This design comes from an exercise in tuning for small area, a short achievable clock period and few clock cycles on the open sky130 flow, not from production work. Where RTL was checked, it was by simulation tests only, not by an equivalence proof against the original. Power figures rest on the tool's default switching activity, not on a simulated workload.

==> inputs of onyx <==
// record_table_engine
module record_table_engine (
  input  logic        clk_i,
  input  logic        rst_ni,
  input  logic        in_valid_i,
  output logic        in_stall_o,
  input  logic [2:0]  cmd_i,
  input  logic [31:0] entry_id_i,
  input  logic [15:0] entry_score_i,
  input  logic [7:0]  entry_class_i,
  input  logic [63:0] entry_name_i,
  output logic        out_valid_o,
  input  logic        out_stall_i,
  output logic [1:0]  status_o,
  output logic [3:0]  position_o,
  output logic [31:0] out_id_o,
  output logic [15:0] out_score_o,
  output logic [7:0]  out_class_o,
  output logic [63:0] out_name_o,
  output logic [4:0]  count_o,
  output logic        last_o
);
  localparam int unsigned N = rte_pkg::TABLE_DEPTH;
  logic [119:0] tab_q [N];
  logic [4:0]   cnt_q, cnt_d;
  logic [N-1:0] vld_q, vld_d;         
  logic         stall_q, stall_d;
  logic         sort_q, sort_d;       
  logic         view_q, view_d;       
  logic         par_q;                
  logic [3:0]   vpos_q, vpos_d;       
  logic         ov_q, ov_d;
  logic [1:0]   ost_q;
  logic [3:0]   opos_q;
  logic [4:0]   ocnt_q;
  logic         olast_q;
  logic [119:0] orec_q;
  logic         sv_q, sv_d;
  logic [1:0]   sst_q;
  logic [3:0]   spos_q;
  logic [4:0]   scnt_q;
  logic         acc, ofree, push, vload, full;
  logic         is_app, is_pre, is_find, is_rem, is_sort, is_view;
  logic         f_app, f_pre, f_rem, sorting, viewing;
  logic [3:0]   vcur;
  logic         vis_last;
  logic [1:0]   r_st;
  logic [3:0]   r_pos;
  logic [4:0]   r_cnt;
  logic [N-1:0] match, mpre;
  logic         any_match;
  logic [3:0]   mpos;
  logic [N-2:0] inv, swp;
  logic         sorted;
  logic [N:0]   vx;                   
  logic [119:0] in_rec, bus;
  logic [N-1:0] s_hold, s_bus, s_prev, s_next;
  assign acc     = in_valid_i && !stall_q;
  assign ofree   = !ov_q || !out_stall_i;
  assign full    = vld_q[N-1];
  assign is_app  = (cmd_i == rte_pkg::CMD_APPEND);
  assign is_pre  = (cmd_i == rte_pkg::CMD_PREPEND);
  assign is_find = (cmd_i == rte_pkg::CMD_FIND);
  assign is_rem  = (cmd_i == rte_pkg::CMD_REMOVE);
  assign is_sort = (cmd_i == rte_pkg::CMD_SORT);
  assign is_view = (cmd_i == rte_pkg::CMD_VIEW);
  ...
==> flow/config.mk <==
export PLATFORM = sky130hd
export DESIGN_NAME = record_table_engine
export DESIGN_NICKNAME = record_table_engine
export VERILOG_FILES = /design/flow/design.v
export SDC_FILE = /design/flow/constraint.sdc
export NUM_CORES = 4
export LEC_CHECK = 0
export CAP_MARGIN = 20
export CORE_MARGIN = 2
export CORE_UTILIZATION = 60
export SETUP_SLACK_MARGIN = 2.0
export SLEW_MARGIN = 20
export SYNTH_HIERARCHICAL = 1
==> flow/constraint.sdc <==
create_clock -name core_clock -period 6.0 [get_ports {clk_i}]
set_input_delay 1.2000 -clock core_clock [delete_from_list [all_inputs] [get_ports {clk_i}]]
set_output_delay 1.2000 -clock core_clock [all_outputs]
set_load 0.01 [all_outputs]
run.sh (not shown) runs the stock make flow with config.mk's settings and CLKGATE_MAP_FILE= SYNTH_SCRIPT=/design/flow/synth_recipe.tcl, a recipe that flattens the netlist after the stock synthesis.
==> inputs of willow, as changes to onyx <==
--- a/flow/design.v
+++ b/flow/design.v
@@ -51,14 +51,17 @@
   logic [4:0]   cnt_q, cnt_d;
   logic [N-1:0] vld_q, vld_d;         
   logic         stall_q, stall_d;
   logic         sort_q, sort_d;       
   logic         view_q, view_d;       
   logic         par_q;                
   logic [3:0]   vpos_q, vpos_d;       
+  logic         rmp_q, rmp_d;         
+  logic [N-1:0] rmk_q, rmk_d;         
+  logic         sinit_q, sinit_d;     
   logic         ov_q, ov_d;
   logic [1:0]   ost_q;
   logic [3:0]   opos_q;
   logic [4:0]   ocnt_q;
   logic         olast_q;
   logic [119:0] orec_q;
   logic         sv_q, sv_d;
@@ -69,63 +72,79 @@
   logic         is_app, is_pre, is_find, is_rem, is_sort, is_view;
   logic         f_app, f_pre, f_rem, sorting, viewing;
   logic [3:0]   vcur;
   logic         vis_last;
   logic [1:0]   r_st;
   logic [3:0]   r_pos;
   logic [4:0]   r_cnt;
-  logic [N-1:0] match, mpre;
+  logic [N-1:0] idm, match, mpre;
   logic         any_match;
   logic [3:0]   mpos;
   logic [N-2:0] inv, swp;
   logic         sorted;
   logic [N:0]   vx;                   
   logic [119:0] in_rec, bus;
   logic [N-1:0] s_hold, s_bus, s_prev, s_next;
+  function automatic logic score_gt(input logic [15:0] a, input logic [15:0] b);
+    logic [15:0] g, e;
+    g = a & ~b;
+    e = ~(a ^ b);
+    for (int w = 1; w < 16; w = w * 2) begin
+      for (int k = 0; k < 16; k = k + 2 * w) begin
+        g[k] = g[k + w] | (e[k + w] & g[k]);
+        e[k] = e[k + w] & e[k];
+      end
+    end
+    score_gt = g[0];
+  endfunction
   assign acc     = in_valid_i && !stall_q;
   assign ofree   = !ov_q || !out_stall_i;
   assign full    = vld_q[N-1];
   assign is_app  = (cmd_i == rte_pkg::CMD_APPEND);
   assign is_pre  = (cmd_i == rte_pkg::CMD_PREPEND);
   assign is_find = (cmd_i == rte_pkg::CMD_FIND);
   assign is_rem  = (cmd_i == rte_pkg::CMD_REMOVE);
   assign is_sort = (cmd_i == rte_pkg::CMD_SORT);
   assign is_view = (cmd_i == rte_pkg::CMD_VIEW);
   assign f_app   = acc && is_app && !full;
   assign f_pre   = acc && is_pre && !full;
   assign f_rem   = acc && is_rem;
-  assign sorting = sort_q || (acc && is_sort);
+  assign sorting = sort_q || sinit_q || (acc && is_sort && !rmp_q);
   assign viewing = view_q || (acc && is_view && vld_q[0]);
-  assign vload   = viewing && !sv_q && ofree;
+  assign vload   = viewing && !sv_q && ofree && !rmp_q;
   assign vcur    = view_q ? vpos_q : 4'd0;
   assign vis_last = (5'(vcur) + 5'd1 == cnt_q);
   assign vx      = {1'b0, vld_q};
   always_comb begin
     for (int i = 0; i < N; i++)
-      match[i] = vld_q[i] && (tab_q[i][119:88] == entry_id_i);
+      idm[i] = (tab_q[i][119:88] == entry_id_i);
+    for (int i = 0; i < N; i++)
+      match[i] = vld_q[i] && ((rmp_q && rmk_q[i]) ? ((i < N - 1) && idm[(i + 1) % N]) : idm[i]);
     mpre[0] = match[0];
     for (int i = 1; i < N; i++) mpre[i] = mpre[i-1] | match[i];
     any_match = mpre[N-1];
     mpos = '0;
     for (int i = N - 1; i >= 0; i--) if (match[i]) mpos = 4'(i);
     for (int i = 0; i < N - 1; i++) begin
-      inv[i] = vld_q[i+1] && (tab_q[i+1][87:72] > tab_q[i][87:72]);
+      inv[i] = vld_q[i+1] && score_gt(tab_q[i+1][87:72], tab_q[i][87:72]);
       swp[i] = sorting && inv[i] && ((i % 2 == 0) == par_q);
     end
     sorted = ~|inv;
   end
   assign in_rec = {entry_id_i, entry_score_i, entry_class_i, entry_name_i};
   assign bus    = viewing ? tab_q[0] : in_rec;
   always_comb begin
     for (int i = 0; i < N; i++) begin
-      s_next[i] = (i < N - 1) && ((f_rem && mpre[i]) || swp[i % (N - 1)] || (vload && vx[i+1]));
-      s_prev[i] = (i > 0) && (f_pre || swp[(i + N - 2) % (N - 1)]);
       s_bus[i]  = (f_app && !vld_q[i] && (i == 0 || vld_q[(i + N - 1) % N]))
                || (f_pre && i == 0)
                || (vload && vld_q[i] && !vx[i+1]);
+      s_next[i] = (i < N - 1) && ((rmp_q && rmk_q[i] && !f_pre && !s_bus[i])
+                                  || swp[i % (N - 1)] || (vload && vx[i+1]));
+      s_prev[i] = (i > 0) && ((f_pre && !(rmp_q && rmk_q[(i + N - 1) % N]))
+                              || swp[(i + N - 2) % (N - 1)]);
       s_hold[i] = !(s_next[i] || s_prev[i] || s_bus[i]);
     end
   end
   for (genvar i = 0; i < N; i++) begin : g_ent
     rte_entry u_ent (
       .clk_i  (clk_i),
       .hold_i (s_hold[i]),
@@ -154,22 +173,28 @@
       vld_d = {vld_q[N-2:0], 1'b1};
     end else if (f_rem && any_match) begin
       cnt_d = cnt_q - 5'd1;
       vld_d = {1'b0, vld_q[N-1:1]};
     end
     if ((is_app || is_pre) && !full) r_cnt = cnt_q + 5'd1;
     if (is_rem && any_match)         r_cnt = cnt_q - 5'd1;
-    sort_d = sorting && !sorted;
+    rmp_d   = f_rem && any_match;
+    rmk_d   = mpre;
+    sinit_d = acc && is_sort && rmp_q;
+    sort_d  = sorting && !sorted;
     view_d = viewing && !(vload && vis_last);
     vpos_d = vload ? vcur + 4'd1 : vcur;
     if (!viewing) vpos_d = vpos_q;
   end
   assign sv_d    = !ofree && (sv_q || push);
   assign ov_d    = ofree ? (push || sv_q || vload) : 1'b1;
-  assign stall_d = sort_d || view_d || sv_d;
+  assign stall_d = sort_d || sinit_d || view_d || sv_d;
+  always_ff @(posedge clk_i) begin
+    rmk_q <= rmk_d;
+  end
   always_ff @(posedge clk_i) begin
     if (ofree) begin
       if (sv_q) begin
         ost_q   <= sst_q;
         opos_q  <= spos_q;
         ocnt_q  <= scnt_q;
         olast_q <= 1'b1;
@@ -199,24 +224,28 @@
       cnt_q   <= '0;
       vld_q   <= '0;
       stall_q <= 1'b0;
       sort_q  <= 1'b0;
       view_q  <= 1'b0;
       par_q   <= 1'b0;
       vpos_q  <= '0;
+      rmp_q   <= 1'b0;
+      sinit_q <= 1'b0;
       ov_q    <= 1'b0;
       sv_q    <= 1'b0;
     end else begin
       cnt_q   <= cnt_d;
       vld_q   <= vld_d;
       stall_q <= stall_d;
       sort_q  <= sort_d;
       view_q  <= view_d;
       par_q   <= par_q ^ sorting;
       vpos_q  <= vpos_d;
+      rmp_q   <= rmp_d;
+      sinit_q <= sinit_d;
       ov_q    <= ov_d;
       sv_q    <= sv_d;
     end
   end
   assign in_stall_o  = stall_q;
   assign out_valid_o = ov_q;
   assign status_o    = ost_q;
==> flow/flow/run.sh (new file) <==
#!/bin/bash
# Layout flow: the standard layout (standard.sh, the ORFS flow from the
# standard synthesis to the final DEF), with one change: buffer_ports puts a
# plain buffer (buf_4) on every input and output port instead of the delay
# cell it picks by default.  Each ORFS step keeps its own log under
# orfs/logs/; make's own output goes to standard.log here.
set -euo pipefail
export BUFFER_PORTS_ARGS="-buffer_cell sky130_fd_sc_hd__buf_4"
bash standard.sh > standard.log 2>&1
==> flow/standard.sh (new file) <==
#!/bin/bash
# synth_recipe.tcl (not shown) runs the flow's synth.tcl, then flattens the netlist and writes it again
# the make line also repeats each setting of config.mk as NAME=value (left out here)
make -C /OpenROAD-flow-scripts/flow DESIGN_CONFIG=/design/flow/config.mk WORK_HOME=/design/flow/orfs CLKGATE_MAP_FILE= SYNTH_SCRIPT=/design/flow/synth_recipe.tcl "${@:-finish}"
Settings changed: CAP_MARGIN 20 to 30, CORE_UTILIZATION 60 to 62, CTS_BUF_LIST set to sky130_fd_sc_hd__clkbuf_4, SLEW_MARGIN 20 to 30, TNS_END_PERCENT set to 20.
removed: flow/run.sh
==> inputs of fjord, as changes to onyx <==
--- a/flow/design.v
+++ b/flow/design.v
@@ -77,14 +77,26 @@
   logic         any_match;
   logic [3:0]   mpos;
   logic [N-2:0] inv, swp;
   logic         sorted;
   logic [N:0]   vx;                   
   logic [119:0] in_rec, bus;
   logic [N-1:0] s_hold, s_bus, s_prev, s_next;
+  function automatic logic score_gt(input logic [15:0] a, input logic [15:0] b);
+    logic [15:0] g, e;
+    g = a & ~b;
+    e = ~(a ^ b);
+    for (int w = 1; w < 16; w = w * 2) begin
+      for (int k = 0; k < 16; k = k + 2 * w) begin
+        g[k] = g[k + w] | (e[k + w] & g[k]);
+        e[k] = e[k + w] & e[k];
+      end
+    end
+    score_gt = g[0];
+  endfunction
   assign acc     = in_valid_i && !stall_q;
   assign ofree   = !ov_q || !out_stall_i;
   assign full    = vld_q[N-1];
   assign is_app  = (cmd_i == rte_pkg::CMD_APPEND);
   assign is_pre  = (cmd_i == rte_pkg::CMD_PREPEND);
   assign is_find = (cmd_i == rte_pkg::CMD_FIND);
   assign is_rem  = (cmd_i == rte_pkg::CMD_REMOVE);
@@ -104,15 +116,15 @@
       match[i] = vld_q[i] && (tab_q[i][119:88] == entry_id_i);
     mpre[0] = match[0];
     for (int i = 1; i < N; i++) mpre[i] = mpre[i-1] | match[i];
     any_match = mpre[N-1];
     mpos = '0;
     for (int i = N - 1; i >= 0; i--) if (match[i]) mpos = 4'(i);
     for (int i = 0; i < N - 1; i++) begin
-      inv[i] = vld_q[i+1] && (tab_q[i+1][87:72] > tab_q[i][87:72]);
+      inv[i] = vld_q[i+1] && score_gt(tab_q[i+1][87:72], tab_q[i][87:72]);
       swp[i] = sorting && inv[i] && ((i % 2 == 0) == par_q);
     end
     sorted = ~|inv;
   end
   assign in_rec = {entry_id_i, entry_score_i, entry_class_i, entry_name_i};
   assign bus    = viewing ? tab_q[0] : in_rec;
   always_comb begin
==> flow/flow/run.sh (new file) <==
#!/bin/bash
# Layout flow: the standard layout (standard.sh, the ORFS flow from the
# standard synthesis to the final DEF), with one change: buffer_ports puts a
# plain buffer (buf_4) on every input and output port instead of the delay
# cell it picks by default.  Each ORFS step keeps its own log under
# orfs/logs/; make's own output goes to standard.log here.
set -euo pipefail
export BUFFER_PORTS_ARGS="-buffer_cell sky130_fd_sc_hd__buf_4"
bash standard.sh > standard.log 2>&1
==> flow/standard.sh (new file) <==
#!/bin/bash
# synth_recipe.tcl (not shown) runs the flow's synth.tcl, then flattens the netlist and writes it again
# the make line also repeats each setting of config.mk as NAME=value (left out here)
make -C /OpenROAD-flow-scripts/flow DESIGN_CONFIG=/design/flow/config.mk WORK_HOME=/design/flow/orfs CLKGATE_MAP_FILE= SYNTH_SCRIPT=/design/flow/synth_recipe.tcl "${@:-finish}"
Settings changed: CORE_UTILIZATION 60 to 55, CTS_BUF_LIST set to sky130_fd_sc_hd__clkbuf_4, TNS_END_PERCENT set to 20.
removed: flow/run.sh
==> inputs of yarrow, as changes to onyx <==
--- a/flow/design.v
+++ b/flow/design.v
@@ -77,14 +77,26 @@
   logic         any_match;
   logic [3:0]   mpos;
   logic [N-2:0] inv, swp;
   logic         sorted;
   logic [N:0]   vx;                   
   logic [119:0] in_rec, bus;
   logic [N-1:0] s_hold, s_bus, s_prev, s_next;
+  function automatic logic score_gt(input logic [15:0] a, input logic [15:0] b);
+    logic [15:0] g, e;
+    g = a & ~b;
+    e = ~(a ^ b);
+    for (int w = 1; w < 16; w = w * 2) begin
+      for (int k = 0; k < 16; k = k + 2 * w) begin
+        g[k] = g[k + w] | (e[k + w] & g[k]);
+        e[k] = e[k + w] & e[k];
+      end
+    end
+    score_gt = g[0];
+  endfunction
   assign acc     = in_valid_i && !stall_q;
   assign ofree   = !ov_q || !out_stall_i;
   assign full    = vld_q[N-1];
   assign is_app  = (cmd_i == rte_pkg::CMD_APPEND);
   assign is_pre  = (cmd_i == rte_pkg::CMD_PREPEND);
   assign is_find = (cmd_i == rte_pkg::CMD_FIND);
   assign is_rem  = (cmd_i == rte_pkg::CMD_REMOVE);
@@ -104,15 +116,15 @@
       match[i] = vld_q[i] && (tab_q[i][119:88] == entry_id_i);
     mpre[0] = match[0];
     for (int i = 1; i < N; i++) mpre[i] = mpre[i-1] | match[i];
     any_match = mpre[N-1];
     mpos = '0;
     for (int i = N - 1; i >= 0; i--) if (match[i]) mpos = 4'(i);
     for (int i = 0; i < N - 1; i++) begin
-      inv[i] = vld_q[i+1] && (tab_q[i+1][87:72] > tab_q[i][87:72]);
+      inv[i] = vld_q[i+1] && score_gt(tab_q[i+1][87:72], tab_q[i][87:72]);
       swp[i] = sorting && inv[i] && ((i % 2 == 0) == par_q);
     end
     sorted = ~|inv;
   end
   assign in_rec = {entry_id_i, entry_score_i, entry_class_i, entry_name_i};
   assign bus    = viewing ? tab_q[0] : in_rec;
   always_comb begin
==> flow/flow/run.sh (new file) <==
#!/bin/bash
# Layout flow: the standard layout (standard.sh, the ORFS flow from the
# standard synthesis to the final DEF), with one change: buffer_ports puts a
# plain buffer (buf_4) on every input and output port instead of the delay
# cell it picks by default.  Each ORFS step keeps its own log under
# orfs/logs/; make's own output goes to standard.log here.
set -euo pipefail
export BUFFER_PORTS_ARGS="-buffer_cell sky130_fd_sc_hd__buf_4"
bash standard.sh > standard.log 2>&1
==> flow/standard.sh (new file) <==
#!/bin/bash
# synth_recipe.tcl (not shown) runs the flow's synth.tcl, then flattens the netlist and writes it again
# the make line also repeats each setting of config.mk as NAME=value (left out here)
make -C /OpenROAD-flow-scripts/flow DESIGN_CONFIG=/design/flow/config.mk WORK_HOME=/design/flow/orfs CLKGATE_MAP_FILE= SYNTH_SCRIPT=/design/flow/synth_recipe.tcl "${@:-finish}"
Settings changed: SETUP_SLACK_MARGIN 2.0 to 2.5.
removed: flow/run.sh
==> notes.md <==
item                                                                                         willow                       onyx                    fjord                  yarrow
Status                                                                              failed layout checks    complete, no violations  complete, no violations  stopped before the end
Stage where the flow stopped                                                                      -                          -                        -                 5_1_grt
Violated checks                                                                 max-slew violations                          -                        -                       -
Number of ordinary inverters in the final layout                                                257                        258                      256                       -
Routability congestion estimate from global placement                                          1.08                       1.10                     1.06                    1.09
Reg-to-reg slack, setup                                                                     1770 ps                    1850 ps                  1770 ps                       -
Critical Path Fanout Max                                                                         53                         60                       48                       -
Core ar.                                                                                 169000 um2                 174000 um2               190000 um2                       -
Number of register bits inferred by synthesis                                                  2112                       2094                     2094                    2094
Clock-pin slew on the worst setup and hold paths                                              70 ps                      70 ps                    70 ps                       -
Area taken by flip-flops and latches                                                      43900 um2                  43500 um2                43500 um2                       -
Combined area of the multi-input logic cells                                              52600 um2                  54500 um2                53300 um2                       -
Share of synthesized cell area in full adder, half adder and majority cells                   2.72%                      2.88%                    2.73%                   2.73%
Number of buffers inserted by hold repair at cts                                                  1                          0                        1                       0
Clock sinks                                                                                    2112                       2094                     2094                    2094
Total buffers and inverters traversed by the critical path                                        2                          2                        1                       -
Critical-path top delay cell                                                 sky130_fd_sc_hd__buf_6  sky130_fd_sc_hd__a311oi_2   sky130_fd_sc_hd__buf_4                       -
Smallest setup slack after layout                                                           1770 ps                    1850 ps                  1770 ps                       -
Routed via count                                                                             109000                     110000                   108000                       -
Max Freq                                                                                    236 MHz                    241 MHz                  236 MHz                       -
Startpoint of the tightest hold check path                                                 cmd_i[1]                          -                 cmd_i[1]                       -
Cell Int Power                                                                             29400 uW                   34500 uW                 24800 uW                       -
Final-layout clock-cell area share                                                            6.33%                      6.26%                    6.20%                       -
Power per Cell Area                                                                      446 nW/um2                 506 nW/um2               327 nW/um2                       -
Synth Area in Compound Gates                                                                  30.0%                      29.8%                    29.7%                   29.7%
Testbench counts of willow, summed over its fixed seeds: cycles 9,680.
Testbench counts of fjord, summed over its fixed seeds: cycles 9,586.
Testbench counts of yarrow, summed over its fixed seeds: cycles 9,586.
No functional check of the RTL was part of onyx.

afterwards: timing with drivers on the ports:
How much do the figures lean on ideal ports? The routed layouts below were timed once more, with nothing changed but the port constraints.
Step 1: set_driving_cell puts a clkbuf_16 on clk_i and a buf_2 on each other input, an assumption about the parent block.
Step 2 moves the port delays by t, midway between the first and last clock arrival at a register: inputs arrive t later, outputs are due t later. That takes back most of the time a late clock gives input paths.
a / b / c = ideal ports / drivers / drivers and shift; a / b = the first two.
| run | shift t [ns] | setup WS [ns] | worst setup path at the end |
|---|---|---|---|
| onyx | 1.035 | 1.846 / 1.846 / 0.835 | input to register |
| willow | 1.560 | 1.768 / 1.768 / 0.646 | input to register |
| fjord | 1.645 | 1.769 / 1.769 / 0.595 | input to register |
For fjord, which loses most, drivers alone change the setup slack by 0.000 ns; drivers and shift together by -1.174 ns.
